Context: an optimization exercise on an open-source flow, tuned for small area. The choices shown serve that exercise and are no tape-out recipe. At most, simulation tests tie the RTL to the original design; equivalence was not proved. Function not checked in run 1: the RTL went through the layout flow alone. Power and IR drop assume default switching activity.

`design.v`:
```
`timescale 1ns/1ps
`default_nettype none
module rv_top (
    input  logic        clk,
    input  logic        reset,
    output logic [31:0] inst_addr,
    input  logic [31:0] inst_data,
    input  logic        inst_valid,
    output logic        halted,
    output logic        retire_valid,
    output logic        retire_rd_wen,
    output logic [31:0] retire_pc,
    output logic [4:0]  retire_rd_addr,
    output logic [31:0] retire_rd_data
);
    localparam logic [3:0] C_NOP   = 4'd0;
    localparam logic [3:0] C_LUI   = 4'd1;
    localparam logic [3:0] C_AUIPC = 4'd2;
    localparam logic [3:0] C_JAL   = 4'd3;
    localparam logic [3:0] C_JALR  = 4'd4;
    localparam logic [3:0] C_BR    = 4'd5;
    localparam logic [3:0] C_OPI   = 4'd6;
    localparam logic [3:0] C_OP    = 4'd7;
    localparam logic [3:0] C_EBRK  = 4'd8;
    logic [3:0]  ph;         
    logic        clr;        
    logic        irv;        
    logic        ex;         
    logic        post;       
    logic        taken;      
    logic        wen;        
    logic        halt_q;
    logic [4:0]  wb_rd;
    logic [31:0] pc;         
    logic [31:0] npc;        
    logic [31:0] r;          
    logic [31:7] ir;
    logic [3:0]  cls;
    logic        c_main, c_tgt, c_inc, neq, dly;
    logic [4:0]  s_reg;
    logic is_lui, is_auipc, is_jal, is_jalr, is_br, is_opi, is_op, is_ebrk, is_alu;
    logic [2:0] f3;
    logic [4:0] rd;
    logic       rd_wen;
    assign is_lui   = (cls == C_LUI);
    assign is_auipc = (cls == C_AUIPC);
    assign is_jal   = (cls == C_JAL);
    assign is_jalr  = (cls == C_JALR);
    assign is_br    = (cls == C_BR);
    assign is_opi   = (cls == C_OPI);
    assign is_op    = (cls == C_OP);
    assign is_ebrk  = (cls == C_EBRK);
    assign is_alu   = is_op | is_opi;
    assign f3       = ir[14:12];
    assign rd       = ir[11:7];
    assign rd_wen   = (is_lui | is_auipc | is_jal | is_jalr | is_alu) && (rd != 5'd0);
    logic [3:0] cls_in;
    always_comb begin
        case (inst_data[6:0])
            7'b0110111: cls_in = C_LUI;
            7'b0010111: cls_in = C_AUIPC;
            7'b1101111: cls_in = C_JAL;
            7'b1100111: cls_in = C_JALR;
            7'b1100011: cls_in = C_BR;
            7'b0010011: cls_in = C_OPI;
            7'b0110011: cls_in = C_OP;
            default:    cls_in = C_NOP;
        endcase
        if (inst_data == 32'h0010_0073) cls_in = C_EBRK;
    end
    logic [1:0] immb;
    logic       fu, fj, fb, fi, sg;
    assign fu = is_lui || is_auipc;
    assign fj = is_jal;
    assign fb = is_br;
    assign fi = !(fu || fj || fb);
    assign sg = ir[31];
    logic       use_a, use_u;
    logic [3:0] mi;
    logic [1:0] pair;
    assign use_a = (ph <= 4'd5) && !fu;
    assign use_u = (ph >= 4'd6) && (fu || (fj && ph <= 4'd9));
    assign mi    = use_a ? ph + 4'd10 : ph;
    always_comb begin
        case (mi)
            4'd6:    pair = ir[13:12];
            4'd7:    pair = ir[15:14];
            4'd8:    pair = ir[17:16];
            4'd9:    pair = ir[19:18];
            4'd10:   pair = ir[21:20];
            4'd11:   pair = ir[23:22];
            4'd12:   pair = ir[25:24];
            4'd13:   pair = ir[27:26];
            4'd14:   pair = ir[29:28];
            default: pair = ir[31:30];
        endcase
        if (use_a || use_u) immb = pair;
        else if (fu) immb = 2'b00;
        else immb = {sg, sg};
        if (ph == 4'd0) begin
            immb[0] = pair[0] && fi;
            if (fb) immb[1] = ir[8];
        end
        if (ph == 4'd1 && fb) immb = ir[10:9];
        if (ph == 4'd2 && fb) immb[0] = ir[11];
        if (ph == 4'd5 && fb) immb[1] = ir[7];
        if (ph == 4'd5 && fj) immb[1] = ir[20];
    end
    logic        wb_act;
    logic [1:0]  wdat;
    logic [1:0]  tap [0:31];
    assign wb_act = post && wen;
    assign wdat   = clr ? 2'b00 : r[1:0];
    assign tap[0] = 2'b00;
    logic [3:0] wsa;
    logic [7:0] wsb;
    always_comb begin
        for (int i = 0; i < 4; i++) wsa[i] = clr || (wb_act && (wb_rd[1:0] == i));
        for (int i = 0; i < 8; i++) wsb[i] = clr || (wb_rd[4:2] == i);
    end
    for (genvar gi = 1; gi < 32; gi++) begin : g_rf
        logic [31:0] q;
        logic        sel;
        assign sel = wsa[gi % 4] && wsb[gi / 4];
        always_ff @(posedge clk) begin
            q <= {(sel ? wdat : q[1:0]), q[31:2]};
        end
        assign tap[gi] = q[1:0];
    end
    logic [1:0] l1a [0:7];
    logic [1:0] l1b [0:7];
    always_comb begin
        for (int g = 0; g < 8; g++) begin
            l1a[g] = tap[4 * g + ir[16:15]];
            l1b[g] = tap[4 * g + ir[21:20]];
        end
    end
    logic [1:0] a, b, rs2b, pcb;
    assign a    = l1a[ir[19:17]];
    assign rs2b = l1b[ir[24:22]];
    assign b    = (is_opi || is_jalr) ? immb : rs2b;
    assign pcb  = npc[1:0];
    logic       sub, p0, p1;
    logic [1:0] bx, sm, tg, inc;
    logic       cm_in, cm0, cm1, ct_in, ct0, ct1, ci_in, ci0, ci1;
    assign sub   = is_br || (is_alu && (f3 == 3'b010 || f3 == 3'b011))
                || (is_op && f3 == 3'b000 && ir[30]);
    assign bx    = b ^ {2{sub}};
    assign cm_in = (ph == 4'd0) ? sub : c_main;
    assign sm[0] = a[0] ^ bx[0] ^ cm_in;
    assign cm0   = (a[0] & bx[0]) | (cm_in & (a[0] ^ bx[0]));
    assign sm[1] = a[1] ^ bx[1] ^ cm0;
    assign cm1   = (a[1] & bx[1]) | (cm0 & (a[1] ^ bx[1]));
    assign ct_in = (ph != 4'd0) && c_tgt;
    assign tg[0] = pcb[0] ^ immb[0] ^ ct_in;
    assign ct0   = (pcb[0] & immb[0]) | (ct_in & (pcb[0] ^ immb[0]));
    assign tg[1] = pcb[1] ^ immb[1] ^ ct0;
    assign ct1   = (pcb[1] & immb[1]) | (ct0 & (pcb[1] ^ immb[1]));
    assign ci_in  = (ph == 4'd1) || ((ph != 4'd0) && c_inc);
    assign inc[0] = pcb[0] ^ ci_in;
    assign ci0    = pcb[0] & ci_in;
    assign inc[1] = pcb[1] ^ ci0;
    assign ci1    = pcb[1] & ci0;
    logic neq_now, eq, lt, ltu, take_now;
    assign neq_now = ((ph != 4'd0) && neq) || (a != b);
    assign eq      = !neq_now;
    assign ltu     = !cm1;
    assign lt      = (a[1] ^ b[1]) ? a[1] : sm[1];
    always_comb begin
        case (f3)
            3'b000:  take_now = eq;
            3'b001:  take_now = !eq;
            3'b100:  take_now = lt;
            3'b101:  take_now = !lt;
            3'b110:  take_now = ltu;
            3'b111:  take_now = !ltu;
            default: take_now = 1'b0;
        endcase
    end
    logic       rsh, sll, slt;
    logic [4:0] s_eff;
    logic [3:0] m;
    logic [1:0] y;
    assign rsh = is_alu && (f3 == 3'b101);
    assign sll = is_alu && (f3 == 3'b001);
    assign slt = is_alu && (f3[2:1] == 2'b01);
    always_comb begin
        case (ph)
            4'd0:    s_eff = {3'b000, b};
            4'd1:    s_eff = {1'b0, b, s_reg[1:0]};
            4'd2:    s_eff = {b[0], s_reg[3:0]};
            default: s_eff = s_reg;
        endcase
    end
    assign m    = s_eff[4:1];
    assign y[0] = s_eff[0] ? ((ph != 4'd0) && dly) : a[0];
    assign y[1] = s_eff[0] ? a[0] : a[1];
    logic [1:0] res, nstr;
    logic       hold, fix, fill;
    logic signed [6:0] q;
    always_comb begin
        res = 2'b00;
        if (is_br || is_auipc) res = tg;
        else if (is_jal || is_jalr) res = inc;
        else if (is_lui) res = immb;
        else if (is_alu) begin
            case (f3)
                3'b000:  res = sm;
                3'b001:  res = y;
                3'b010:  res = {1'b0, lt};
                3'b011:  res = {1'b0, ltu};
                3'b100:  res = a ^ b;
                3'b101:  res = a;
                3'b110:  res = a | b;
                default: res = a & b;
            endcase
        end
        if (is_jal) nstr = tg;
        else if (is_jalr) nstr = {sm[1], sm[0] && (ph != 4'd0)};
        else nstr = inc;
    end
    assign fill = rsh && ir[30] && a[1];
    assign fix  = ex && sll && (ph == 4'd2) && (m == 4'd15);
    assign hold = ex && sll && (ph >= 4'd2) && ({1'b0, ph} + {1'b0, m} >= 5'd16) && !fix;
    logic [4:0]  u;
    logic [32:0] t;          
    logic [1:0]  ins;
    logic        be, bo;
    logic [31:0] r_next;
    always_comb begin
        if (ex && rsh) u = ~s_eff;
        else if (ex && slt) u = 5'd1;
        else u = 5'd31;
        for (int i = 0; i < 33; i++) t[i] = (i < u);
    end
    assign ins = ex ? res : 2'b00;
    assign be  = u[0] ? ins[0] : ins[1];
    assign bo  = u[0] ? ins[1] : ins[0];
    always_comb begin
        for (int p = 0; p < 32; p++) begin
            if (hold || (fix && p < 28)) r_next[p] = r[p];
            else if (fix) r_next[p] = (p >= 30) ? r[(p >= 2) ? p - 2 : 0] : 1'b0;
            else if (t[p + 1]) r_next[p] = r[(p < 30) ? p + 2 : 31];
            else if ((p == 0) || t[(p > 0) ? p - 1 : 0]) r_next[p] = (p % 2 == 0) ? be : bo;
            else r_next[p] = fill;
        end
    end
    logic cap, ret;
    assign ret = post && (ph == 4'd0);
    assign cap = inst_valid && !irv && !halt_q && !ret;
    always_ff @(posedge clk) begin
        r <= r_next;
        dly <= a[1];
        c_main <= cm1;
        c_tgt  <= ct1;
        c_inc  <= ci1;
        neq    <= neq_now;
        if (ph == 4'd0) s_reg[1:0] <= b;
        if (ph == 4'd1) s_reg[3:2] <= b;
        if (ph == 4'd2) s_reg[4]   <= b[0];
        if (cap) begin
            ir  <= inst_data[31:7];
            cls <= cls_in;
        end
        if (ex) npc <= {nstr, npc[31:2]};
        else if (clr) npc <= {(ph == 4'd15), 1'b0, npc[31:2]};
        else if (post && taken) npc <= {r[1:0], npc[31:2]};
        else npc <= {npc[1:0], npc[31:2]};
        if (ph == 4'd15 && ex) begin
            taken <= is_br && take_now;
            wen   <= rd_wen;
            wb_rd <= rd;
        end
    end
    always_ff @(posedge clk) begin
        if (reset) begin
            ph     <= 4'd0;
            clr    <= 1'b1;
            irv    <= 1'b0;
            ex     <= 1'b0;
            post   <= 1'b0;
            halt_q <= 1'b0;
            pc     <= 32'h8000_0000;
        end else begin
            ph <= ph + 4'd1;
            if (cap) irv <= 1'b1;
            if (ph == 4'd15) begin
                clr  <= 1'b0;
                post <= ex;
                ex   <= (irv || cap) && !ex && !halt_q;
                if (ex) begin
                    irv <= 1'b0;
                    if (is_ebrk) halt_q <= 1'b1;
                end
            end
            if (ret) pc <= taken ? r : npc;
        end
    end
    assign inst_addr      = pc;
    assign halted         = halt_q;
    assign retire_valid   = ret;
    assign retire_pc      = pc;
    assign retire_rd_wen  = wen;
    assign retire_rd_addr = wb_rd;
    assign retire_rd_data = r;
endmodule
`default_nettype wire
```
`flow/run.sh`:
```
#!/bin/bash
# Standard ORFS layout with these changes:
#  - synthesis maps logic with the area-only ABC script in flow/abc_area.script
#    (same yosys flow, registers untouched; ABC buffers are removed at floorplan)
#  - port buffers are buf_1
#  - CTS without dummy loads, with clkbuf_8 clusters of up to 18 sinks, 70 um across
set -euo pipefail
mkdir -p scripts_mod
for f in "$FLOW_HOME"/scripts/*; do ln -sf "$f" scripts_mod/; done
rm -f scripts_mod/abc_area.script
cp flow/abc_area.script scripts_mod/abc_area.script
export SCRIPTS_DIR="$PWD/scripts_mod"
export BUFFER_PORTS_ARGS="-buffer_cell sky130_fd_sc_hd__buf_1"
export REMOVE_ABC_BUFFERS=1
export CTS_ARGS="-sink_clustering_enable -repair_clock_nets -dont_use_dummy_load -sink_clustering_size 18 -sink_clustering_max_diameter 70 -buf_list sky130_fd_sc_hd__clkbuf_8"
bash standard.sh > standard.log 2>&1
```
`flow/abc_area.script`:
```
strash
dch
amap -F 2 -A 8
topo
```
`standard.sh`:
```
#!/bin/bash
# synth_recipe.tcl (not shown) runs the flow's synth.tcl, then flattens the netlist and writes it again
# the make line also repeats each setting of config.mk as NAME=value (left out here)
make -C /OpenROAD-flow-scripts/flow DESIGN_CONFIG=/design/flow/config.mk WORK_HOME=/design/flow/orfs CLKGATE_MAP_FILE= SYNTH_SCRIPT=/design/flow/synth_recipe.tcl "${@:-finish}"
```
`config.mk`:
```
export PLATFORM = sky130hd
export DESIGN_NAME = rv_top
export DESIGN_NICKNAME = rv_top
export VERILOG_FILES = /design/flow/design.v
export SDC_FILE = /design/flow/constraint.sdc
export NUM_CORES = 4
export LEC_CHECK = 0
export ABC_AREA = 1
export CAP_MARGIN = 20
export CORE_MARGIN = 2
export CORE_UTILIZATION = 58
export SLEW_MARGIN = 20
```
`constraint.sdc`:
```
create_clock -name core_clock -period 16.0 [get_ports {clk}]
set_input_delay 3.2000 -clock core_clock [delete_from_list [all_inputs] [get_ports {clk}]]
set_output_delay 3.2000 -clock core_clock [all_outputs]
set_load 0.01 [all_outputs]
```
==> flow_summary.yaml, run 1 <==
synth:
  synth_top_area_share_pct: 74.5
  synthTopCellsByArea: "dfxtp_1 74%, edfxtp_1 7.6%, o22ai_1 2.6%"
  yosysWarningCount: 4
  async_reset_ff_share_pct: 0
  syn_area_per_cell_um2: 13.7
  synth_area_leader_cell: "dfxtp_1"
  synth_edf_count: 73
  syn_area_um2: 28800
  synth_seq_cells: 1143
  synth_cell_types: 46
  synth-seq-area-share_pct: 82.1
  synth_ff_type: "dfxtp_1"
  syn_inst: 2094
timing:
  max_freq_mhz: 115
  rsz0062_at_grt: "false"
  setup_ws_ps: 7310
  setup_viol: 0
  tightest_slew_ps: 1030
  layout_min_cycle_time_ps: 8690
  hold_violations: 0
  finClkSkew_ps: 71.3
  fin_tns_setup_ps: 0
  finalCritPeriodShare_pct: 54.3
  slew_violations: 0
  maxSlewHeadroom_pct: 30.3
setup_path:
  cp.arrival_ps: 9210
  required_ps: 16520
  path_max_fanout: 14
  r2r_end: "r[12]$_SDFFCE_PP0N_"
  start_kind: "register"
  critical_path_buf_inv_count: 5
  cpPeakStageDelay_ps: 770
  path_class: "register to register"
  path_delay_family: "compound AO/OA/AOI/OAI gates"
  reg2reg_slack_ps: 7310
  ff2ff_path_depth: 36
  r2r_start: "ph[1]$_SDFF_PP0_"
  critPathCaptureType: "register"
  slowest_stage: "a211oi_1"
die:
  fp.dieH_um: 227
  die_x_um: 227
  start_util_pct: 58.8
  row_count: 81
  core_area_um2: 49000
  fp.dieArea_um2: 51400
  io_pins: 139
hold_path:
  hp-class: "register to register"
  hold_depth: 0
  min_from: "g_rf[2].q[6]$_DFF_P_"
  min_to: "g_rf[2].q[4]$_DFF_P_"
placement:
  routabilityCongestion: 0.903
  hpwlAfterDp_um: 36500
  place_ws_ps: 7130
  io_buffers: 138
route:
  drt_iter0_drc: 1093
  drc: 0
  drt_first_pass_iters: 6
  vias_per_cell: 5.13
  wl_per_cell_um: 17.9
  vias: 15200
  routed_wl_um: 53000
  ant_nets: 0
clocking:
  cts_resized: 0
  cts_tree: "yes"
  post_cts.repair.setup_buffers: 0
  clockRootBuffer: "clkbuf_8"
  clock_path_buffers: 3
  holdBufCountCts: 0
  cts_max_level: 3
  clk_latency_ps: 670
  cts_sinks: 1143
  cts_buffers: 76
  clk_pin_slew_ps: 110
final_layout:
  area_growth_pct: 8.03
  top_register: "g_rf.q"
  drive_gt1_share_pct: 4.41
  largest_register_ffs: 992
  final_cell_mix: "1070 x dfxtp_1, 188 x nor2_1, 187 x clkinv_1"
  fill_cells: 3720
  layout_commonest_cell: "dfxtp_1"
  fin_nets: 2346
power_and_ir_drop:
  comb_power_share_pct: 2.1
  seqPwrFrac_pct: 69.1
  ir_worst_vdd_mv: 0.114
  power.density_nw_per_um2: 134
  clock_power_share_pct: 28.8
  p_sw_mw: 0.845
  intPower_mw: 3.33
  swShare_pct: 20.2
  leakagePower_nw: 11.6
  p_total_mw: 4.18
global_routing:
  grt_max_degree: 39
  grt_pass1_vias: 14400
  grt_pass1_wl_um: 81800
  antenna_found_initial: 0
  grt_usage_pct: 21.1
  grt_overflow: 0
flow_run:
  drv_cap: 0
outcome:
  status: "no timing/DRC/antenna violations"
[through the flow]
step | utilization (%) | hold slack [ps] | std cells | area [um^2]
after floorplan | - | 310 | 2062 | 28500
after global placement | 61.3 | 309 | 2878 | 30000
after detailed placement | 61.3 | 312 | 2878 | 30000
after CTS | 63.5 | 279 | 2954 | 31100
after global routing | 63.5 | 271 | 2954 | 31100
final | 63.5 | 282 | 2955 | 31100
[kinds of logic (layout without fill, tap and decap cells)]
| family | count (synthesis) | after routing | synth area share, % |
|---|---|---|---|
| other | 0 | 1 | 0 |
| AO/OA/AOI/OAI | 361 | 361 | 8.34 |
| flip-flops | 1143 | 1143 | 82.1 |
| AND/OR/NAND/NOR | 352 | 352 | 5.36 |
| buffers and inverters | 219 | 415 | 3.28 |
| adder cells (fa/ha/maj) | 19 | 19 | 0.931 |
[metal layers]
metal	vias to the layer above	routed length, um	GRT usage [%]
met1	7194	25800	30.7
met4	0	1690	7.77
met5	-	0	0
li1	7455	-	-
met2	397	22900	31.7
met3	122	2570	3.86
[power by group through the flow]
stage          logic [mW]  clock network [mW]  registers [mW]
5_1_grt            0.0955                1.35            2.89
4_1_cts            0.0859                1.25            2.89
3_3_place_gp       0.0848                   0            2.95
6_report           0.0873                1.20            2.89
2_1_floorplan      0.0534                   0            2.95
3_5_place_dp       0.0854                   0            2.95
[synth_stat cells (all sizes together) (3+ instances only)]
library cell and instances:
ha 15, o21ai 42, a21oi 61, or4 7
o221ai 19, or3 3, a31oi 18, nor2b 6
a222oi 7, edfxtp 73, a22o 5, a211oi 11
a221oi 43, nor4 10, o22ai 119, clkinv 187
nor2 190, nand2 44, nand4 7, nand3 17
o21a 15, dfxtp 1070, nor3 60, buf 32
fa 4, a22oi 3
[how the worst max path moves through the flow]
stage	startpoint	endpoint	slack, ps	cells after the start
detailed placement	ph[0]$_SDFF_PP0_	r[12]$_SDFFCE_PP0N_	7130	35
global route	ph[1]$_SDFF_PP0_	r[12]$_SDFFCE_PP0N_	6400	35
global placement	ph[0]$_SDFF_PP0_	r[12]$_SDFFCE_PP0N_	7420	36
CTS	ph[1]$_SDFF_PP0_	r[12]$_SDFFCE_PP0N_	7090	36
floorplan	ph[0]$_SDFF_PP0_	r[0]$_SDFFCE_PP0N_	8430	25
finish	ph[1]$_SDFF_PP0_	r[12]$_SDFFCE_PP0N_	7310	36
[cell type report]
type	instances	area [um^2]	area share [%]
tap	664	831	2.67
inverter	187	702	2.26
timing repair buffer	152	624	2.01
antenna	1	2.50	0.00805
multi-input combinational	732	4250	13.7
clock buffer	76	1050	3.37
sequential	1143	23600	76.0
==> run 2: changes to the inputs <==
--- a/design.v
+++ b/design.v
@@ -128,14 +128,19 @@
         assign tap[gi] = q[1:0];
     end
+    logic       cap, ret;
+    logic [4:0] ra1;
+    assign ret = post && (ph == 4'd0);
+    assign cap = inst_valid && !irv && !halt_q && !ret;
+    assign ra1 = cap ? inst_data[19:15] : ir[19:15];
     logic [1:0] l1a [0:7];
     logic [1:0] l1b [0:7];
     always_comb begin
         for (int g = 0; g < 8; g++) begin
-            l1a[g] = tap[4 * g + ir[16:15]];
+            l1a[g] = tap[4 * g + ra1[1:0]];
             l1b[g] = tap[4 * g + ir[21:20]];
         end
     end
     logic [1:0] a, b, rs2b, pcb;
-    assign a    = l1a[ir[19:17]];
+    assign a    = l1a[ra1[4:2]];
     assign rs2b = l1b[ir[24:22]];
     assign b    = (is_opi || is_jalr) ? immb : rs2b;
@@ -220,9 +225,11 @@
         else nstr = inc;
     end
-    assign fill = rsh && ir[30] && a[1];
+    logic sg_pre, sg_fwd;
+    assign sg_fwd = clr || (wb_act && (wb_rd == ra1));
+    assign fill = ex && rsh && ir[30] && sg_pre;
     assign fix  = ex && sll && (ph == 4'd2) && (m == 4'd15);
     assign hold = ex && sll && (ph >= 4'd2) && ({1'b0, ph} + {1'b0, m} >= 5'd16) && !fix;
     logic [4:0]  u;
-    logic [32:0] t;          
+    logic [31:0] at_ins;     
     logic [1:0]  ins;
     logic        be, bo;
@@ -232,5 +239,5 @@
         else if (ex && slt) u = 5'd1;
         else u = 5'd31;
-        for (int i = 0; i < 33; i++) t[i] = (i < u);
+        for (int p = 0; p < 32; p++) at_ins[p] = (u == p) || (u == p + 1);
     end
     assign ins = ex ? res : 2'b00;
@@ -241,14 +248,12 @@
             if (hold || (fix && p < 28)) r_next[p] = r[p];
             else if (fix) r_next[p] = (p >= 30) ? r[(p >= 2) ? p - 2 : 0] : 1'b0;
-            else if (t[p + 1]) r_next[p] = r[(p < 30) ? p + 2 : 31];
-            else if ((p == 0) || t[(p > 0) ? p - 1 : 0]) r_next[p] = (p % 2 == 0) ? be : bo;
-            else r_next[p] = fill;
+            else if (at_ins[p]) r_next[p] = (p % 2 == 0) ? be : bo;
+            else if (p >= 30) r_next[p] = fill;
+            else r_next[p] = r[(p < 30) ? p + 2 : 31];
         end
     end
-    logic cap, ret;
-    assign ret = post && (ph == 4'd0);
-    assign cap = inst_valid && !irv && !halt_q && !ret;
     always_ff @(posedge clk) begin
         r <= r_next;
+        if (ph == 4'd15) sg_pre <= sg_fwd ? wdat[1] : a[1];
         dly <= a[1];
         c_main <= cm1;
==> flow/run.sh (replaced) <==
#!/bin/bash
# Standard ORFS layout with these changes:
#  - synthesis maps logic with the area-only ABC script in flow/abc_area.script
#    (same yosys flow, registers untouched; ABC buffers are removed at floorplan)
#  - port buffers are buf_1
#  - CTS without dummy loads, with clkbuf_8 clusters of up to 20 sinks, 60 um across
set -euo pipefail
mkdir -p scripts_mod
for f in "$FLOW_HOME"/scripts/*; do ln -sf "$f" scripts_mod/; done
rm -f scripts_mod/abc_area.script
cp flow/abc_area.script scripts_mod/abc_area.script
export SCRIPTS_DIR="$PWD/scripts_mod"
export BUFFER_PORTS_ARGS="-buffer_cell sky130_fd_sc_hd__buf_1"
export REMOVE_ABC_BUFFERS=1
export CTS_ARGS="-sink_clustering_enable -repair_clock_nets -dont_use_dummy_load -sink_clustering_size 20 -sink_clustering_max_diameter 60 -buf_list sky130_fd_sc_hd__clkbuf_8"
bash standard.sh > standard.log 2>&1
==> flow/abc_area.script (replaced) <==
strash
&get -n
&deepsyn -T 60
&put
dch
amap -F 2 -A 8
topo
==> run 2 against run 1 <==
  * Still clean
  * Sequential power barely moved
  * Total power is 0.30% higher
  * Critical path type is now input port to register
  * First-iteration DRC count is 1.1% lower
  * Critical path depth down 10
  * Setup slack got worse by 1400 ps
  * Core utilization is 0.33 points lower
  * Clock power fell by 3%
  * Final cell count fell by 2.1%
  * Via count is 2.1% lower
  * Global-route usage is 1.2 points higher
  * Flip-flop and latch count up 1
  * Non-clock buffer count up 3
==> flow_summary.yaml, run 2 <==
final_layout:
  finish.utilization_pct: 63.1
  drive_gt1_share_pct: 4.22
  multi_input_area_um2: 4040
  diodes: 0
  area_growth_pct: 7.79
  largest_register_ffs: 992
  seqCellArea_um2: 23600
  fill_cells: 3622
  fin_cells: 2894
  layout_commonest_cell: "dfxtp_1"
  final_cell_mix: "1070 x dfxtp_1, 178 x nor2_1, 175 x clkinv_1"
  top_register: "g_rf.q"
  fin_nets: 2286
setup_path:
  cp-endpoint: "r[22]$_SDFFCE_PP0N_"
  slowest_stage: "nor2_1"
  critPathCaptureType: "register"
  r2r_end: "r[22]$_SDFFCE_PP0N_"
  crit_path_frequent_cell: "clkinv_1"
  ff2ff_path_depth: 30
  cpPeakStageDelay_ps: 590
  crit_path_start: "inst_valid"
  path_class: "input port to register"
  start_kind: "input port"
  path_max_fanout: 36
  reg2reg_slack_ps: 6910
  r2r_start: "ph[0]$_SDFF_PP0_"
  cp.arrival_ps: 10470
  required_ps: 16380
timing:
  maxSlewHeadroom_pct: 24.3
  finClkSkew_ps: 103
  slew_violations: 0
  setup_viol: 0
  tightest_slew_ps: 1110
  layout_min_cycle_time_ps: 10100
  hold_violations: 0
  rsz0062_at_grt: "false"
  finalCritPeriodShare_pct: 63.1
  max_freq_mhz: 99.0
  fin_tns_setup_ps: 0
placement:
  hpwlAfterDp_um: 39500
  dp_cells: 2824
  io_buffers: 138
  routabilityCongestion: 0.937
route:
  drt_first_pass_iters: 9
  drc: 0
  vias: 14900
  vias_per_cell: 5.13
  drt_iter0_drc: 1081
  wl_per_cell_um: 19.4
  ant_nets: 0
  routed_wl_um: 56200
clocking:
  post_cts.repair.setup_buffers: 0
  clockRootBuffer: "clkbuf_8"
  cts_sinks: 1144
  cts_resized: 0
  holdBufCountCts: 0
  clk_latency_ps: 690
  cts_tree: "yes"
  clock_path_buffers: 3
  cts_buffers: 70
  cts_max_level: 3
  clk_pin_slew_ps: 120
synth:
  async_reset_ff_share_pct: 0
  syn_area_per_cell_um2: 14.0
  ys_top_cells_by_count: "1070 x dfxtp_1, 182 x nor2_1, 175 x clkinv_1"
  synthTopCellsByArea: "dfxtp_1 75%, edfxtp_1 7.8%, nor2_1 2.4%"
  synth-seq-area-share_pct: 82.8
  synth_seq_cells: 1144
  synth_ff_type: "dfxtp_1"
  synth_cell_types: 45
  yosysWarningCount: 4
  yosysMostFrequentCell: "dfxtp_1"
  syn_inst: 2037
  synth_top_area_share_pct: 75.0
  synth_area_leader_cell: "dfxtp_1"
  synth_edf_count: 74
  syn_area_um2: 28600
die:
  core_area_um2: 48700
  row_count: 81
  fp.dieH_um: 226
  die_x_um: 226
  start_util_pct: 58.6
  io_pins: 139
  fp.dieArea_um2: 51000
hold_path:
  hp-class: "register to register"
flow_run:
  drv_cap: 0
global_routing:
  grt_usage_pct: 22.3
  antenna_found_initial: 1
  grt_pass1_wl_um: 84000
  grt_pass1_vias: 14300
  grt_overflow: 0
  grt_max_degree: 37
power_and_ir_drop:
  clock_power_share_pct: 27.7
  power.density_nw_per_um2: 136
  ir_worst_vdd_mv: 0.148
  p_sw_mw: 0.870
  swShare_pct: 20.8
  seqPwrFrac_pct: 69.1
  leakagePower_nw: 11.6
  intPower_mw: 3.32
  comb_power_share_pct: 3.2
outcome:
  status: "no timing/DRC/antenna violations"
-- run 2: cell count changes in the layout (fill, tap and decap cells not counted), moves of 12 or more --
cell | before | now
clkinv_1 | 187 | 175
o22a_1 | 1 | 30
o21ai_0 | 42 | 67
a221oi_1 | 43 | 9
o22ai_1 | 118 | 44
a222oi_1 | 7 | 39
nor3_1 | 58 | 25
or2_0 | 1 | 14
o221ai_1 | 19 | 7
nand2_1 | 42 | 74
-- run 2: per-stage QoR --
step	power [mW]	area [um^2]	setup slack (ps)	hold WS (ps)
floorplan	3.04	28300	3510	310
global placement	3.09	29800	5600	310
detailed placement	3.09	29800	5360	312
CTS	4.23	30800	6040	266
global route	4.34	30800	5450	267
finish	4.19	30800	5900	269
-- run 2: how the worst min path moves through the flow --
stage / from / endpoint / slack (ps) / cells past startpoint
floorplan: g_rf[10].q[2]$_DFF_P_ / g_rf[10].q[0]$_DFF_P_ / 310 / 0
global placement: g_rf[29].q[16]$_DFF_P_ / g_rf[29].q[14]$_DFF_P_ / 310 / 0
detailed placement: g_rf[17].q[25]$_DFF_P_ / g_rf[17].q[23]$_DFF_P_ / 310 / 0
CTS: g_rf[28].q[27]$_DFF_P_ / g_rf[28].q[25]$_DFF_P_ / 270 / 0
global route: g_rf[28].q[27]$_DFF_P_ / g_rf[28].q[25]$_DFF_P_ / 270 / 0
finish: g_rf[28].q[27]$_DFF_P_ / g_rf[28].q[25]$_DFF_P_ / 270 / 0
-- run 2: logic make-up (layout without fill, tap and decap cells) --
kind of cell | Yosys count | count (layout) | synth area share (%)
DFF | 1144 | 1144 | 82.8
adders and majority gates | 19 | 19 | 0.938
and+or+nand+nor | 342 | 342 | 5.12
buffers and inverters | 207 | 400 | 3.14
AOI/OAI and AO/OA | 325 | 325 | 8.01
-- run 2: area by class of cell --
| type | instances | area share (%) |
|---|---|---|
| clock buffer | 70 | 3.13 |
| inverter | 175 | 2.13 |
| multi-input combinational | 686 | 13.1 |
| sequential | 1144 | 76.8 |
| tap | 664 | 2.70 |
| timing repair buffer | 155 | 2.10 |
-- run 2: critical path: cells and delay by family --
kind	cells	cell delay (ps)
adder cells (fa/ha/maj)	2	990
AO/OA/AOI/OAI	11	2670
buffers and inverters	7	2140
AND/OR/NAND/NOR	6	1440
-- run 2: layer usage --
| metal | vias to the layer above | global-route usage (%) | wire length, um |
|---|---|---|---|
| met5 | - | 0 | 0 |
| met4 | 0 | 8.20 | 1870 |
| met3 | 104 | 3.70 | 2960 |
| met2 | 477 | 33.7 | 24400 |
| met1 | 7087 | 32.6 | 27000 |
| li1 | 7182 | - | - |
-- run 2: power by group through the flow --
stage	Clock (mW)	Combinational, mW	Sequential (mW)
floorplan	0	0.0846	2.96
global placement	0	0.133	2.96
detailed placement	0	0.132	2.96
CTS	1.20	0.133	2.89
global route	1.29	0.149	2.90
finish	1.16	0.135	2.89
==> run 3: changes to the inputs <==
==> flow/abc_area.script (replaced) <==
strash
dch
amap -F 2 -A 8
topo
==> run 3 against run 2 <==
  * Final area is 0.13% higher
  * Non-clock buffer count fell by 8
  * Maximum frequency down 3.7%
  * Hold slack worse by 39 ps
  * Register-to-register slack worse by 1400 ps
  * Critical endpoint is now r[31]$_DFFE_PN_
  * Combinational power down 21%
  * Flip-flop and latch count is the same
  * Die area is 0.27% higher
  * Setup slack got worse by 380 ps
  * Via count rose by 2.3%
  * Clock-buffer cell count grew 1
  * Final cell count up 0.73%
==> flow_summary.yaml, run 3 <==
power_and_ir_drop:
  ir_worst_vdd_mv: 0.110
  power.density_nw_per_um2: 135
  leakagePower_nw: 11.5
  p_total_mw: 4.16
  swShare_pct: 20.3
  seqPwrFrac_pct: 69.5
  intPower_mw: 3.31
  clock_power_share_pct: 28.0
  comb_power_share_pct: 2.6
  p_sw_mw: 0.846
timing:
  layout_min_cycle_time_ps: 10480
  tightest_slew_ps: 1080
  rsz0062_at_grt: "false"
  setup_ws_ps: 5520
  maxSlewHeadroom_pct: 26.8
  max_freq_mhz: 95.4
  fin_tns_setup_ps: 0
  slew_violations: 0
  finClkSkew_ps: 98.6
  hold_violations: 0
  finalCritPeriodShare_pct: 65.5
  setup_viol: 0
synth:
  async_reset_ff_share_pct: 0
  syn_area_um2: 28600
  synthTopCellsByArea: "dfxtp_1 75%, edfxtp_1 7.8%, o22ai_1 2.3%"
  synth_area_leader_cell: "dfxtp_1"
  synth_edf_count: 74
  synth_cell_types: 43
  synth-seq-area-share_pct: 82.6
  synth_ff_type: "dfxtp_1"
  yosysWarningCount: 4
  yosysMostFrequentCell: "dfxtp_1"
  ys_top_cells_by_count: "1070 x dfxtp_1, 178 x nor2_1, 177 x clkinv_1"
  syn_area_per_cell_um2: 13.9
  syn_inst: 2063
  synth_top_area_share_pct: 74.8
  synth_seq_cells: 1144
setup_path:
  critPathCaptureType: "register"
  path_max_fanout: 34
  start_kind: "register"
  required_ps: 16390
  cp.arrival_ps: 10880
  cpPeakStageDelay_ps: 820
  path_class: "register to register"
  slowest_stage: "clkinv_1"
  crit_path_frequent_cell: "clkinv_1"
die:
  io_pins: 139
  row_count: 81
  fp.dieArea_um2: 51200
  start_util_pct: 58.6
  core_area_um2: 48800
  die_x_um: 226
  fp.dieH_um: 226
global_routing:
  grt_pass1_vias: 14500
  grt_pass1_wl_um: 82900
  antenna_found_initial: 3
  grt_usage_pct: 21.8
  grt_max_degree: 39
  grt_overflow: 0
clocking:
  clk_pin_slew_ps: 110
  cts_resized: 0
  clk_latency_ps: 680
  clock_path_buffers: 3
  cts_tree: "yes"
  cts_buffers: 71
  clockRootBuffer: "clkbuf_8"
  cts_sinks: 1144
  holdBufCountCts: 0
  cts_max_level: 3
  post_cts.repair.setup_buffers: 0
final_layout:
  final_cell_mix: "1070 x dfxtp_1, 177 x clkinv_1, 176 x nor2_1"
  layout_commonest_cell: "dfxtp_1"
  drive_gt1_share_pct: 3.91
  top_register: "g_rf.q"
  finish.utilization_pct: 63.1
  fin_nets: 2305
  area_growth_pct: 7.64
  largest_register_ffs: 992
route:
  ant_nets: 0
  drt_iter0_drc: 1001
  vias: 15200
  drc: 0
  wl_per_cell_um: 19.0
  routed-wl-met2_um: 24200
  vias_per_cell: 5.21
  top_layer_used: "met4"
  routed_wl_um: 55400
  met1_length_um: 26300
  drt_first_pass_iters: 8
  wl_met3_um: 3280
placement:
  routabilityCongestion: 0.921
  hpwlAfterDp_um: 39100
  place_ws_ps: 5380
  io_buffers: 138
outcome:
  status: "no timing/DRC/antenna violations"
flow_run:
  drv_cap: 0
hold_path:
  hp-class: "register to register"
-- run 3: cell types whose count changed after synthesis, moves of 6 or more --
cell / delta
o22ai_1: +63
o22a_1: -23
a21oi_1: +12
nand4_1: +8
nor3_1: +31
o21a_1: +8
a221oi_1: +35
or2_0: -12
nand2_1: -32
a222oi_1: -33
a311oi_1: -6
o21ai_0: -14
a2111oi_0: -6
-- run 3: kinds of logic (layout without fill, tap and decap cells) --
logic type,after synthesis,count (layout),share of synthesized area [%]
flip-flops,1144,1144,82.6
AO/OA/AOI/OAI,358,358,8.26
AND/OR/NAND/NOR,333,333,5.08
buffers and inverters,209,395,3.16
adder cells (fa/ha/maj),19,19,0.935
other,0,2,0
-- run 3: path summary, 6_finish.rpt --
kind | from | end | slack [ps] | cells after the start
max | ph[0]$_SDFF_PP0_ | r[31]$_DFFE_PN_ | 5520 | 33
min | g_rf[29].q[28]$_DFF_P_ | g_rf[29].q[26]$_DFF_P_ | 230 | 0
max reg2reg | ph[0]$_SDFF_PP0_ | r[31]$_DFFE_PN_ | 5520 | 33
min reg2reg | g_rf[29].q[28]$_DFF_P_ | g_rf[29].q[26]$_DFF_P_ | 230 | 0
-- run 3: per-stage QoR --
stage               area [um^2]  std cells  hold slack, ps
floorplan                 28400       2031             310
global placement          29800       2842             310
detailed placement        29800       2842             312
CTS                       30800       2913             222
global route              30800       2914             230
finish                    30800       2915             230
-- run 3: critical path: cells and delay by family (launching register included) --
family | cells | cell delay, ps
buffers and inverters | 7 | 2870
DFF | 1 | 420
and+or+nand+nor | 8 | 2500
adders and majority gates | 3 | 1120
AOI/OAI and AO/OA | 15 | 3240
-- run 3: power by group through the flow --
stage          registers, mW  logic, mW  clock network [mW]
2_1_floorplan           2.95     0.0647                   0
5_1_grt                 2.89      0.118                1.31
4_1_cts                 2.89      0.105                1.21
3_3_place_gp            2.96      0.104                   0
6_report                2.89      0.106                1.16
3_5_place_dp            2.96      0.105                   0
-- run 3: area by class of cell --
| type | count | area (um^2) |
|---|---|---|
| repair buffers | 147 | 587 |
| inverters | 177 | 664 |
| diodes | 2 | 5.00 |
| well taps | 664 | 831 |
| flip-flops and latches | 1144 | 23600 |
| multi-input cells | 710 | 4120 |
| fillers | 3723 | 18000 |
| clock buffers | 71 | 977 |
-- run 3: routing by layer --
metal,vias up,track usage [%]
met5,-,0
met4,0,7.53
met3,108,4.38
met2,492,32.8
met1,7273,31.4
li1,7324,-
==> run 4: changes to the inputs <==
--- a/design.v
+++ b/design.v
@@ -33,4 +33,5 @@
     logic [4:0]  wb_rd;
     logic [31:0] pc;         
+    logic [31:1] pc_q;       
     logic [31:0] npc;        
     logic [31:0] r;          
@@ -286,5 +287,5 @@
             post   <= 1'b0;
             halt_q <= 1'b0;
-            pc     <= 32'h8000_0000;
+            pc_q   <= 31'h4000_0000;
         end else begin
             ph <= ph + 4'd1;
@@ -299,7 +300,8 @@
                 end
             end
-            if (ret) pc <= taken ? r : npc;
+            if (ret) pc_q <= taken ? r[31:1] : npc[31:1];
         end
     end
+    assign pc             = {pc_q, 1'b0};
     assign inst_addr      = pc;
     assign halted         = halt_q;
==> flow/abc_area.script (replaced) <==
strash
&get -n
&deepsyn -T 60
&put
dch
amap -F 2 -A 8
topo
==> run 4 against run 3 <==
  * Still clean
  * Sequential share of layout area is 0.57 points higher
  * Maximum frequency grew 8.4%
  * Sequential power hardly changed
  * Non-clock buffer count down 1
  * Area after synthesis fell by 0.80%
  * First-iteration DRC count down 2.3%
  * Final cell count fell by 3.3%
  * Flip-flop and latch count is 1 lower
  * Critical path depth down 9
  * Synthesized cell count is 2.6% lower
  * Clock skew is 0.92 ps higher
  * Largest power group unchanged
==> flow_summary.yaml, run 4 <==
setup_path:
  r2r_start: "ph[0]$_SDFF_PP0_"
  path_class: "input port to register"
  path_cells: "buf_1 > nor4b_2 > buf_4 > clkinv_1 > o22ai_1 > nand2_1 > o221ai_1 > a31oi_1 > a31oi_1 > o32ai_1 > o21ai_0 > o41ai_1 > o21ai_0 > clkinv_1 > fa_1 > fa_1 > o22ai_1 > o21a_1 > nor2_1 > nor4b_1 > o221ai_1 > o32ai_2 > clkinv_1 > o32ai_1"
  crit_path_frequent_cell: "clkinv_1"
  reg2reg_slack_ps: 6860
  cp.arrival_ps: 10130
  r2r_end: "r[26]$_SDFFCE_PP0N_"
  crit_path_start: "inst_valid"
  start_kind: "input port"
  ff2ff_path_depth: 27
  critPathCaptureType: "register"
  cpPeakStageDelay_ps: 900
  slowest_stage: "o32ai_2"
  path_max_fanout: 36
  required_ps: 16470
placement:
  dp_cells: 2745
  hpwlAfterDp_um: 37100
  routabilityCongestion: 0.897
  io_buffers: 136
  place_area_um2: 29600
route:
  drt_iter0_drc: 978
  vias_per_cell: 5.20
  vias: 14600
  drt_first_pass_iters: 7
  routed_wl_um: 52900
  wl_per_cell_um: 18.8
  ant_nets: 0
  drc: 0
clocking:
  cts_buffers: 71
  clockRootBuffer: "clkbuf_8"
  clk_pin_slew_ps: 120
  cts_max_level: 3
  cts_tree: "yes"
  cts_resized: 0
  holdBufCountCts: 0
  cts_sinks: 1143
  clk_latency_ps: 680
  post_cts.repair.setup_buffers: 0
  clock_path_buffers: 3
timing:
  max_freq_mhz: 103
  hold_ws_ps: 262
  finClkSkew_ps: 99.6
  setup_viol: 0
  layout_min_cycle_time_ps: 9670
  hold_violations: 0
  finalCritPeriodShare_pct: 60.4
  slew_violations: 0
  tightest_slew_ps: 1080
  fin_tns_setup_ps: 0
  rsz0062_at_grt: "false"
  maxSlewHeadroom_pct: 27.4
synth:
  yosysWarningCount: 4
  synth_area_leader_cell: "dfxtp_1"
  synth-seq-area-share_pct: 83.2
  synth_cell_types: 49
  async_reset_ff_share_pct: 0
  yosysMostFrequentCell: "dfxtp_1"
  synth_seq_cells: 1143
  syn_inst: 2009
  ys_top_cells_by_count: "1069 x dfxtp_1, 174 x nor2_1, 148 x clkinv_1"
  syn_area_um2: 28400
  syn_area_per_cell_um2: 14.1
  synth_ff_type: "dfxtp_1"
  synth_top_area_share_pct: 75.3
  synthTopCellsByArea: "dfxtp_1 75%, edfxtp_1 7.8%, nor2_1 2.3%"
  synth_edf_count: 74
final_layout:
  fin_cells: 2819
  seqCellArea_um2: 23600
  largest_register_ffs: 992
  final_cell_mix: "1069 x dfxtp_1, 170 x nor2_1, 148 x clkinv_1"
  drive_gt1_share_pct: 4.15
  final_area_um2: 30600
  fill_cells: 3702
  multi_input_area_um2: 4040
  fin_nets: 2250
  largestRegisters: "g_rf.q x992, npc x32, r x32"
  top_register: "g_rf.q"
  area_growth_pct: 7.61
  layout_commonest_cell: "dfxtp_1"
hold_path:
  hold_depth: 0
  min_to: "g_rf[1].q[27]$_DFF_P_"
  hp-class: "register to register"
  min_from: "g_rf[1].q[29]$_DFF_P_"
global_routing:
  grt_pass1_wl_um: 79100
  grt_pass1_vias: 13900
  grt_max_degree: 37
  antenna_found_initial: 4
  grt_usage_pct: 20.9
  grt_overflow: 0
die:
  fp.dieArea_um2: 50800
  core_area_um2: 48600
  start_util_pct: 58.4
  die_x_um: 225
  row_count: 81
  fp.dieH_um: 225
  io_pins: 139
power_and_ir_drop:
  leakagePower_nw: 11.6
  power.density_nw_per_um2: 137
  ir_worst_vdd_mv: 0.103
flow_run:
  drv_cap: 0
outcome:
  status: "no timing/DRC/antenna violations"
-- run 4: final cells by class --
class	count	area share (%)
clock buffers	71	3.20
flip-flops and latches	1143	77.3
repair buffers	146	1.93
well taps	622	2.55
diodes	3	0.0246
inverters	148	1.82
multi-input cells	686	13.2
-- run 4: worst max-delay path, delay by kind of cell --
kind	cells	cell delay, ps
and+or+nand+nor	4	1160
adders and majority gates	2	990
buffers and inverters	5	1280
AOI/OAI and AO/OA	13	3470
-- run 4: worst max path at each step --
stage          slack (ps)  cells past startpoint                   to
2_1_floorplan        3280                     22   r[2]$_SDFFCE_PP0N_
4_1_cts              6430                     24  r[26]$_SDFFCE_PP0N_
3_5_place_dp         5760                     24  r[26]$_SDFFCE_PP0N_
3_3_place_gp         5850                     24   r[2]$_SDFFCE_PP0N_
6_report             6330                     24  r[26]$_SDFFCE_PP0N_
5_1_grt              5740                     25  r[26]$_SDFFCE_PP0N_
-- run 4: kinds of logic after synthesis --
family	synth area share (%)
DFF	83.2
and+or+nand+nor	5.23
AOI/OAI and AO/OA	7.83
buffers and inverters	2.83
adders and majority gates	0.943
other	0.0132
-- run 4: routing by layer --
metal | up-vias | routed length (um) | track usage (%)
met1 | 6974 | 25200 | 30.0
met2 | 447 | 22800 | 31.3
met3 | 105 | 3100 | 4.28
li1 | 7121 | - | -
met5 | - | 0 | 0
met4 | 0 | 1790 | 8.16
-- run 4: where the power goes --
part	internal [mW]	total [mW]	switching, mW
combinational	0.0438	0.140	0.0958
sequential	2.89	2.90	0.0133
clock	0.402	1.16	0.755
total	3.33	4.19	0.864
-- run 4: stage by stage --
stage | worst slack (ps) | utilization, % | total power [mW]
after floorplan | 3280 | - | 3.05
after global placement | 5850 | 60.8 | 3.10
after detailed placement | 5760 | 60.8 | 3.10
after CTS | 6430 | 62.8 | 4.24
after global routing | 5740 | 62.8 | 4.35
final | 6330 | 62.8 | 4.19
==> run 5: changes to the inputs <==
--- a/config.mk
+++ b/config.mk
@@ -7,6 +7,6 @@
 export LEC_CHECK = 0
 export ABC_AREA = 1
-export CAP_MARGIN = 20
+export CAP_MARGIN = 0
 export CORE_MARGIN = 2
 export CORE_UTILIZATION = 58
-export SLEW_MARGIN = 20
+export SLEW_MARGIN = 0
==> run 5 against run 4 <==
  * Routed wire length fell by 0.16%
  * Maximum frequency barely moved
  * Sequential share of layout area rose by 0.073 points
  * Global-route usage rose by 0.055 points
==> flow_summary.yaml, run 5 <==
outcome:
  status: "no timing/DRC/antenna violations"
synth:
  yosysMostFrequentCell: "dfxtp_1"
  async_reset_ff_share_pct: 0
  synth_edf_count: 74
  syn_area_per_cell_um2: 14.1
  ys_top_cells_by_count: "1069 x dfxtp_1, 174 x nor2_1, 148 x clkinv_1"
  synthTopCellsByArea: "dfxtp_1 75%, edfxtp_1 7.8%, nor2_1 2.3%"
  synth_top_area_share_pct: 75.3
  synth_cell_types: 49
  synth_seq_cells: 1143
  syn_inst: 2009
  synth-seq-area-share_pct: 83.2
  synth_ff_type: "dfxtp_1"
  synth_area_leader_cell: "dfxtp_1"
  yosysWarningCount: 4
  syn_area_um2: 28400
setup_path:
  path_max_fanout: 36
  critical_path_buf_inv_count: 5
  critPathCaptureType: "register"
  ff2ff_path_depth: 27
  crit_path_frequent_cell: "clkinv_1"
  required_ps: 16450
  cp.depth: 24
  start_kind: "input port"
  cpPeakStageDelay_ps: 890
  cp.arrival_ps: 10110
  path_cells: "buf_1 > nor4b_2 > buf_4 > clkinv_1 > o22ai_1 > nand2_1 > o221ai_1 > a31oi_1 > a31oi_1 > o32ai_1 > o21ai_0 > o41ai_1 > o21ai_0 > clkinv_1 > fa_1 > fa_1 > o22ai_1 > o21a_1 > nor2_1 > nor4b_1 > o221ai_1 > o32ai_2 > clkinv_1 > o32ai_1"
  path_delay_family: "compound AO/OA/AOI/OAI gates"
  path_class: "input port to register"
  slowest_stage: "o32ai_2"
final_layout:
  largest_register_ffs: 992
  area_growth_pct: 7.51
  top_register: "g_rf.q"
  largestRegisters: "g_rf.q x992, npc x32, r x32"
  drive_gt1_share_pct: 4.10
  final_cell_mix: "1069 x dfxtp_1, 170 x nor2_1, 148 x clkinv_1"
  layout_commonest_cell: "dfxtp_1"
  fin_nets: 2249
global_routing:
  grt_usage_pct: 20.9
  grt_pass1_wl_um: 79400
  antenna_found_initial: 3
  grt_max_degree: 37
  grt_pass1_vias: 13900
  grt_overflow: 0
route:
  ant_nets: 0
  vias_per_cell: 5.17
  vias: 14600
  drt_first_pass_iters: 5
  routed_wl_um: 52900
  drc: 0
  wl_per_cell_um: 18.8
  drt_iter0_drc: 937
clocking:
  clk_latency_ps: 670
  holdBufCountCts: 0
  clockRootBuffer: "clkbuf_8"
  cts_resized: 0
  clock_path_buffers: 3
  cts_max_level: 3
  cts_buffers: 71
  cts_sinks: 1143
  clk_pin_slew_ps: 110
  cts_tree: "yes"
  post_cts.repair.setup_buffers: 0
power_and_ir_drop:
  ir_worst_vdd_mv: 0.126
  power.density_nw_per_um2: 137
  leakagePower_nw: 11.6
timing:
  finalCritPeriodShare_pct: 60.4
  maxSlewHeadroom_pct: 14.5
  max_freq_mhz: 103
  layout_min_cycle_time_ps: 9660
  setup_viol: 0
  fin_tns_setup_ps: 0
  hold_ws_ps: 271
  tightest_slew_ps: 1280
  rsz0062_at_grt: "false"
  finClkSkew_ps: 91.8
  hold_violations: 0
  slew_violations: 0
die:
  row_count: 81
  start_util_pct: 58.4
  fp.dieArea_um2: 50800
  io_pins: 139
  die_x_um: 225
  fp.dieH_um: 225
  core_area_um2: 48600
placement:
  hpwlAfterDp_um: 37100
  routabilityCongestion: 0.897
  io_buffers: 136
flow_run:
  drv_cap: 0
hold_path:
  hold_depth: 0
  hp-class: "register to register"
-- run 5: cell counts after synthesis --
Identical to the previous run, type by type.
-- run 5: cell families (layout without fill, tap and decap cells) --
kind of cell | Yosys count | in the layout | synth area share, %
other cells | 1 | 5 | 0.0132
fa+ha+maj | 19 | 19 | 0.943
simple gates | 342 | 342 | 5.23
buf+inv | 181 | 364 | 2.83
compound gates | 323 | 323 | 7.83
flops | 1143 | 1143 | 83.2
-- run 5: area by class of cell --
cell class | count | area [um^2]
well taps | 622 | 778
clock buffers | 71 | 977
fillers | 3692 | 18100
multi-input cells | 686 | 4020
inverters | 148 | 556
diodes | 3 | 7.51
repair buffers | 145 | 578
flip-flops and latches | 1143 | 23600
-- run 5: report_power, final --
group / internal (mW) / total, mW / switching [mW]
registers: 2.89 / 2.90 / 0.0132
clock network: 0.402 / 1.16 / 0.757
logic: 0.0436 / 0.138 / 0.0948
total: 3.33 / 4.20 / 0.864
-- run 5: layer usage --
layer / wire length (um) / vias to the layer above / track usage (%) / part of all wire (%)
li1: - / 7095 / - / -
met1: 25100 / 6959 / 29.8 / 47
met2: 22800 / 419 / 31.4 / 43
met3: 3280 / 99 / 4.35 / 6.2
met4: 1710 / 0 / 8.76 / 3.2
met5: 0 / - / 0 / 0
-- run 5: per-stage QoR --
step	instances	total power [mW]	util [%]	cell area, um^2	setup slack [ps]
6_report	2818	4.20	62.8	30500	6340
5_1_grt	2816	4.36	62.8	30500	5790
4_1_cts	2815	4.24	62.8	30500	6450
2_1_floorplan	1977	3.05	-	28200	3280
3_5_place_dp	2744	3.10	60.8	29600	5750
3_3_place_gp	2744	3.10	60.8	29600	5850
-- run 5: final timing paths --
path | endpoint | startpoint | slack (ps)
max | r[26]$_SDFFCE_PP0N_ | inst_valid | 6340
min | g_rf[8].q[4]$_DFF_P_ | g_rf[8].q[6]$_DFF_P_ | 270
max reg2reg | r[26]$_SDFFCE_PP0N_ | ph[0]$_SDFF_PP0_ | 6930
min reg2reg | g_rf[8].q[4]$_DFF_P_ | g_rf[8].q[6]$_DFF_P_ | 270
==> run 6: changes to the inputs <==
==> flow/abc_area.script (replaced) <==
strash
dc2
&get -n
&deepsyn -T 60 -S 7
&put
dch -f
amap -F 2 -A 8
topo
==> run 6 against run 5 <==
  * Maximum frequency down 2.4%
  * Final cell count down 0.35%
  * Synthesized cell count unchanged
  * Hold slack worse by 6.9 ps
  * Flip-flop and latch count unchanged
  * Sequential share of layout area up 0.33 points
  * First-iteration DRC count up 24%
  * Largest power group unchanged
  * Combinational power down 4%
  * Area after synthesis down 0.30%
  * Critical endpoint unchanged
==> flow_summary.yaml, run 6 <==
power_and_ir_drop:
  ir_worst_vdd_mv: 0.122
  leakagePower_nw: 11.6
  p_total_mw: 4.17
  power.density_nw_per_um2: 137
route:
  routed_wl_um: 54600
  vias_per_cell: 5.17
  routed-wl-met2_um: 23400
  wl_met3_um: 3420
  vias: 14500
  drt_first_pass_iters: 9
  wl_per_cell_um: 19.4
  ant_nets: 0
  drt_iter0_drc: 1162
  drc: 0
  met1_length_um: 26300
  top_layer_used: "met5"
synth:
  syn_area_um2: 28300
  synth_edf_count: 74
  synth_seq_cells: 1143
  syn_inst: 2009
  synth-seq-area-share_pct: 83.4
  yosysMostFrequentCell: "dfxtp_1"
  synth_top_area_share_pct: 75.6
  ys_top_cells_by_count: "1069 x dfxtp_1, 181 x nor2_1, 162 x clkinv_1"
  synthTopCellsByArea: "dfxtp_1 76%, edfxtp_1 7.8%, nor2_1 2.4%"
  synth_ff_type: "dfxtp_1"
  async_reset_ff_share_pct: 0
  yosysWarningCount: 4
  synth_area_leader_cell: "dfxtp_1"
  syn_area_per_cell_um2: 14.1
  synth_cell_types: 48
hold_path:
  hp-class: "register to register"
  min_from: "g_rf[1].q[11]$_DFF_P_"
global_routing:
  grt_pass1_wl_um: 81300
  antenna_found_initial: 6
  grt_usage_pct: 21.7
  grt_max_degree: 37
  grt_pass1_vias: 13700
  grt_overflow: 0
setup_path:
  path_class: "input port to register"
  crit_path_start: "inst_valid"
  path_cells: "buf_1 > nor4b_2 > buf_4 > clkinv_1 > o22ai_1 > clkinv_1 > nor2_1 > clkinv_1 > o21ai_0 > a221oi_1 > a311o_1 > o32ai_1 > clkinv_1 > fa_1 > fa_1 > o22ai_1 > nand2_1 > o211ai_1 > nand2_1 > a2111oi_0 > a31oi_1 > o22ai_1 > nand2_1 > o21ai_0"
  slowest_stage: "nor2_1"
  start_kind: "input port"
  required_ps: 16490
  cpPeakStageDelay_ps: 710
  crit_path_frequent_cell: "clkinv_1"
  critPathCaptureType: "register"
  cp.arrival_ps: 10390
  path_max_fanout: 36
  r2r_start: "ph[0]$_SDFF_PP0_"
clocking:
  cts_buffers: 70
  cts_max_level: 3
  post_cts.repair.setup_buffers: 0
  cts_resized: 0
  clk_pin_slew_ps: 110
  cts_tree: "yes"
  clock_path_buffers: 3
  clockRootBuffer: "clkbuf_8"
  holdBufCountCts: 0
  clk_latency_ps: 680
  cts_sinks: 1143
final_layout:
  final_cell_mix: "1069 x dfxtp_1, 178 x nor2_1, 162 x clkinv_1"
  layout_commonest_cell: "dfxtp_1"
  largest_register_ffs: 992
  finish.utilization_pct: 63.4
  fin_cells: 2808
  drive_gt1_share_pct: 3.92
  largestRegisters: "g_rf.q x992, npc x32, r x32"
  area_growth_pct: 7.38
  top_register: "g_rf.q"
  fin_nets: 2248
timing:
  setup_ws_ps: 6100
  tightest_slew_ps: 1320
  layout_min_cycle_time_ps: 9900
  fin_tns_setup_ps: 0
  max_freq_mhz: 101
  rsz0062_at_grt: "false"
  hold_violations: 0
  maxSlewHeadroom_pct: 12.3
  slew_violations: 0
  setup_viol: 0
  finalCritPeriodShare_pct: 61.9
  finClkSkew_ps: 78.2
placement:
  io_buffers: 136
  dp_cells: 2737
  hpwlAfterDp_um: 39300
  place_ws_ps: 5490
  routabilityCongestion: 0.878
die:
  start_util_pct: 59.1
  fp.dieArea_um2: 50600
  core_area_um2: 47900
  io_pins: 139
  row_count: 80
  die_x_um: 225
  fp.dieH_um: 225
outcome:
  status: "no timing/DRC/antenna violations"
flow_run:
  drv_cap: 0
==> run 6: cell count changes in the layout (fill, tap and decap cells not counted), sizes merged, moves of 7 or more <==
cell    change
a21oi      +26
a221oi     +16
clkinv     +14
nand3      -13
o22ai      +12
o32a       -12
or2        -12
nor4        -9
nor2        +7
==> run 6: layer usage <==
layer  GRT usage (%)  up-vias
li1                -     7078
met1            31.3     6901
met2            32.2      426
met3            5.67      108
met4            6.62        8
met5               0        -
==> run 6: area by class of cell <==
cell class              count  area (um^2)
clock buffers              70          963
well taps                 615          769
multi-input cells         672         3870
fillers                  3575        17500
flip-flops and latches   1143        23600
repair buffers            145          578
diodes                      1         2.50
inverters                 162          608
==> run 6: kinds of logic after synthesis <==
group                    after synthesis  synth area share [%]
flip-flops                          1143                  83.4
AO/OA/AOI/OAI                        347                  8.19
AND/OR/NAND/NOR                      304                  4.43
buffers and inverters                195                  3.02
adder cells (fa/ha/maj)               19                 0.945
other                                  1                0.0132
==> run 6: power by group <==
group          internal [mW]  total (mW)  switching, mW
logic                 0.0395       0.132         0.0926
clock network          0.396        1.15          0.751
registers               2.88        2.89         0.0107
==> run 6: critical path, delay by kind of cell <==
kind	cells	cell delay, ps
compound gates	11	3130
buf+inv	6	1750
simple gates	5	1260
fa+ha+maj	2	990
==> run 6: through the flow <==
step                area, um^2  hold WS (ps)
finish                   30400           264
detailed placement       29400           312
global placement         29400           310
floorplan                28100           310
CTS                      30400           255
global route             30400           257
==> run 6: final timing paths <==
path	end	slack, ps	cells past startpoint
worst max-delay path	r[26]$_SDFFCE_PP0N_	6100	24
worst min-delay path	g_rf[1].q[9]$_DFF_P_	260	0
worst max register to register	r[26]$_SDFFCE_PP0N_	6630	27
worst min register to register	g_rf[1].q[9]$_DFF_P_	260	0
==> run 7: changes to the inputs <==
--- a/config.mk
+++ b/config.mk
@@ -9,4 +9,5 @@
 export CAP_MARGIN = 0
 export CORE_MARGIN = 2
-export CORE_UTILIZATION = 58
+export CORE_UTILIZATION = 62
+export PLACE_DENSITY = 0.66
 export SLEW_MARGIN = 0
==> run 7 against run 6 <==
  * Largest power group unchanged
  * Die area decreased by 6.3%
  * Critical path type unchanged
  * Largest cell class unchanged
  * Via count increased by 1.6%
  * Register-to-register slack improved by 50 ps
  * Setup slack improved by 120 ps
  * First-iteration DRC count increased by 2.2%
  * Critical path depth unchanged
  * Clock skew increased by 2.9 ps
  * Combinational power about the same
  * Final area about the same
  * Total power increased by 0.17%
  * Global-route usage increased by 2.7 points
==> flow_summary.yaml, run 7 <==
synth:
  syn_area_um2: 28300
  syn_area_per_cell_um2: 14.1
  synth_cell_types: 48
  synth_seq_cells: 1143
  synth_edf_count: 74
  synth_top_area_share_pct: 75.6
  async_reset_ff_share_pct: 0
  synth-seq-area-share_pct: 83.4
  synth_area_leader_cell: "dfxtp_1"
  ys_top_cells_by_count: "1069 x dfxtp_1, 181 x nor2_1, 162 x clkinv_1"
  syn_inst: 2009
  yosysWarningCount: 4
  yosysMostFrequentCell: "dfxtp_1"
  synthTopCellsByArea: "dfxtp_1 76%, edfxtp_1 7.8%, nor2_1 2.4%"
  synth_ff_type: "dfxtp_1"
final_layout:
  layout_commonest_cell: "dfxtp_1"
  largestRegisters: "g_rf.q x992, npc x32, r x32"
  top_register: "g_rf.q"
  fill_cells: 3017
  area_growth_pct: 7.39
  seqCellArea_um2: 23600
  drive_gt1_share_pct: 4.01
  multi_input_area_um2: 3870
  fin_cells: 2796
  final_area_um2: 30400
  final_cell_mix: "1069 x dfxtp_1, 178 x nor2_1, 162 x clkinv_1"
  fin_nets: 2251
  largest_register_ffs: 992
timing:
  rsz0062_at_grt: "false"
  slew_violations: 0
  tightest_slew_ps: 1370
  max_freq_mhz: 102
  finClkSkew_ps: 81.1
  layout_min_cycle_time_ps: 9780
  hold_ws_ps: 239
  setup_viol: 0
  fin_tns_setup_ps: 0
  hold_violations: 0
  maxSlewHeadroom_pct: 8.39
  finalCritPeriodShare_pct: 61.1
global_routing:
  grt_overflow: 0
  grt_max_degree: 37
  grt_pass1_vias: 14400
  grt_pass1_wl_um: 85400
  antenna_found_initial: 7
  grt_usage_pct: 24.3
route:
  drt_iter0_drc: 1188
  vias_per_cell: 5.28
  ant_nets: 0
  vias: 14800
  routed_wl_um: 57000
  drt_first_pass_iters: 7
  wl_per_cell_um: 20.4
  drc: 0
setup_path:
  path_cells: "buf_1 > nor4b_2 > buf_4 > clkinv_1 > o22ai_1 > clkinv_1 > nor2_1 > clkinv_1 > o21ai_0 > a221oi_1 > a311o_1 > o32ai_1 > clkinv_1 > fa_1 > fa_1 > o22ai_1 > nand2_1 > o211ai_1 > nand2_1 > a2111oi_0 > a31oi_1 > o22ai_1 > nand2_1 > o21ai_0"
  critical_path_buf_inv_count: 6
  path_class: "input port to register"
  cp.arrival_ps: 10280
  required_ps: 16500
  start_kind: "input port"
  slowest_stage: "nor2_1"
  path_max_fanout: 36
  cpPeakStageDelay_ps: 720
  path_delay_family: "compound AO/OA/AOI/OAI gates"
  crit_path_frequent_cell: "clkinv_1"
  critPathCaptureType: "register"
clocking:
  cts_sinks: 1143
  cts_resized: 0
  clock_path_buffers: 3
  clk_latency_ps: 670
  post_cts.repair.setup_buffers: 0
  clk_pin_slew_ps: 120
  clockRootBuffer: "clkbuf_8"
  cts_max_level: 3
  cts_tree: "yes"
  cts_buffers: 70
  holdBufCountCts: 0
die:
  start_util_pct: 62.7
  fp.dieH_um: 218
  fp.dieArea_um2: 47400
  row_count: 78
  die_x_um: 218
  core_area_um2: 45200
  io_pins: 139
placement:
  place_area_um2: 29400
  hpwlAfterDp_um: 41300
  io_buffers: 136
  routabilityCongestion: 0.885
  dp_cells: 2725
power_and_ir_drop:
  power.density_nw_per_um2: 137
  p_total_mw: 4.18
  ir_worst_vdd_mv: 0.115
  leakagePower_nw: 11.6
hold_path:
  hp-class: "register to register"
flow_run:
  drv_cap: 0
outcome:
  status: "no timing/DRC/antenna violations"
==> run 7: cell counts after synthesis <==
Identical to the previous run, type by type.
==> run 7: metal layers <==
metal  share of wire, %  GRT usage [%]
met1                 46           33.4
met4                3.5           9.34
met2                 44           37.6
met3                6.2           6.08
met5               0.17              0
==> run 7: cell type report <==
| class | count | share of cell area [%] |
|---|---|---|
| tap | 600 | 2.47 |
| timing repair buffer | 148 | 1.97 |
| clock buffer | 70 | 3.17 |
| inverter | 162 | 2.00 |
| multi-input combinational | 672 | 12.7 |
| antenna | 1 | 0.00823 |
| sequential | 1143 | 77.7 |
==> run 7: path summary, 6_finish.rpt <==
| kind | start | endpoint | slack, ps | depth (start not counted) |
|---|---|---|---|---|
| hold reg to reg | g_rf[27].q[5]$_DFF_P_ | g_rf[27].q[3]$_DFF_P_ | 240 | 0 |
| setup reg to reg | ph[0]$_SDFF_PP0_ | r[10]$_SDFFCE_PP0N_ | 6680 | 27 |
| setup / recovery | inst_valid | r[10]$_SDFFCE_PP0N_ | 6220 | 24 |
| hold / removal | g_rf[27].q[5]$_DFF_P_ | g_rf[27].q[3]$_DFF_P_ | 240 | 0 |
==> run 7: kinds of logic (layout without fill, tap and decap cells) <==
kind of cell    after synthesis  count (layout)  share of synthesized area (%)
fa+ha+maj                    19              19                          0.945
buf+inv                     195             380                           3.02
other cells                   1               3                         0.0132
simple gates                304             304                           4.43
flops                      1143            1143                           83.4
compound gates              347             347                           8.19
==> run 7: through the flow <==
stage	utilization (%)	setup WS, ps
global placement	65.2	5810
finish	67.3	6220
floorplan	-	3350
detailed placement	65.2	5620
global route	67.3	5520
CTS	67.3	6330
==> run 7: report_power, final <==
part / leakage, nW / switching (mW) / internal [mW]
clock: 0.503 / 0.760 / 0.397
sequential: 9.40 / 0.0100 / 2.88
combinational: 1.71 / 0.0916 / 0.0400

-- port drivers added, routing unchanged --
In the flow no input, the clock included, has a driving cell. The finished layouts below were timed again as built, in two steps.
Step 1, drivers: a clkbuf_16 drives clk and a buf_2 each remaining input, both assumed.
Step 2 times the ports against the registers' clock, not the clock port: input delays grow and output delays shrink by t, the midpoint of the rising clock arrivals with the driver on.
Slacks: no drivers / after step 1 / after step 2; pairs: no drivers / after step 1.
run | shift t [ns] | slack for setup (ns) | worst setup path after step 2 | latest minus earliest clock arrival (ns) | pins driven straight from the clock port
run 1 | 0.693 | 7.310 / 7.310 / 7.310 | register to register | 0.072 / 0.072 | 1
run 2 | 0.697 | 5.903 / 5.910 / 5.213 | input to register | 0.104 / 0.105 | 1
run 3 | 0.695 | 5.519 / 5.519 / 5.246 | input to register | 0.099 / 0.099 | 1
run 4 | 0.681 | 6.331 / 6.359 / 5.678 | input to register | 0.102 / 0.102 | 1
run 5 | 0.673 | 6.336 / 6.368 / 5.695 | input to register | 0.092 / 0.092 | 1
run 6 | 0.696 | 6.103 / 6.134 / 5.438 | input to register | 0.078 / 0.078 | 1
run 7 | 0.691 | 6.218 / 6.251 / 5.561 | input to register | 0.085 / 0.085 | 1
After both steps setup and hold are still met in every run listed. The setup slack of run 2, which loses most, moves by +0.007 ns with the drivers and by -0.690 ns with both steps.
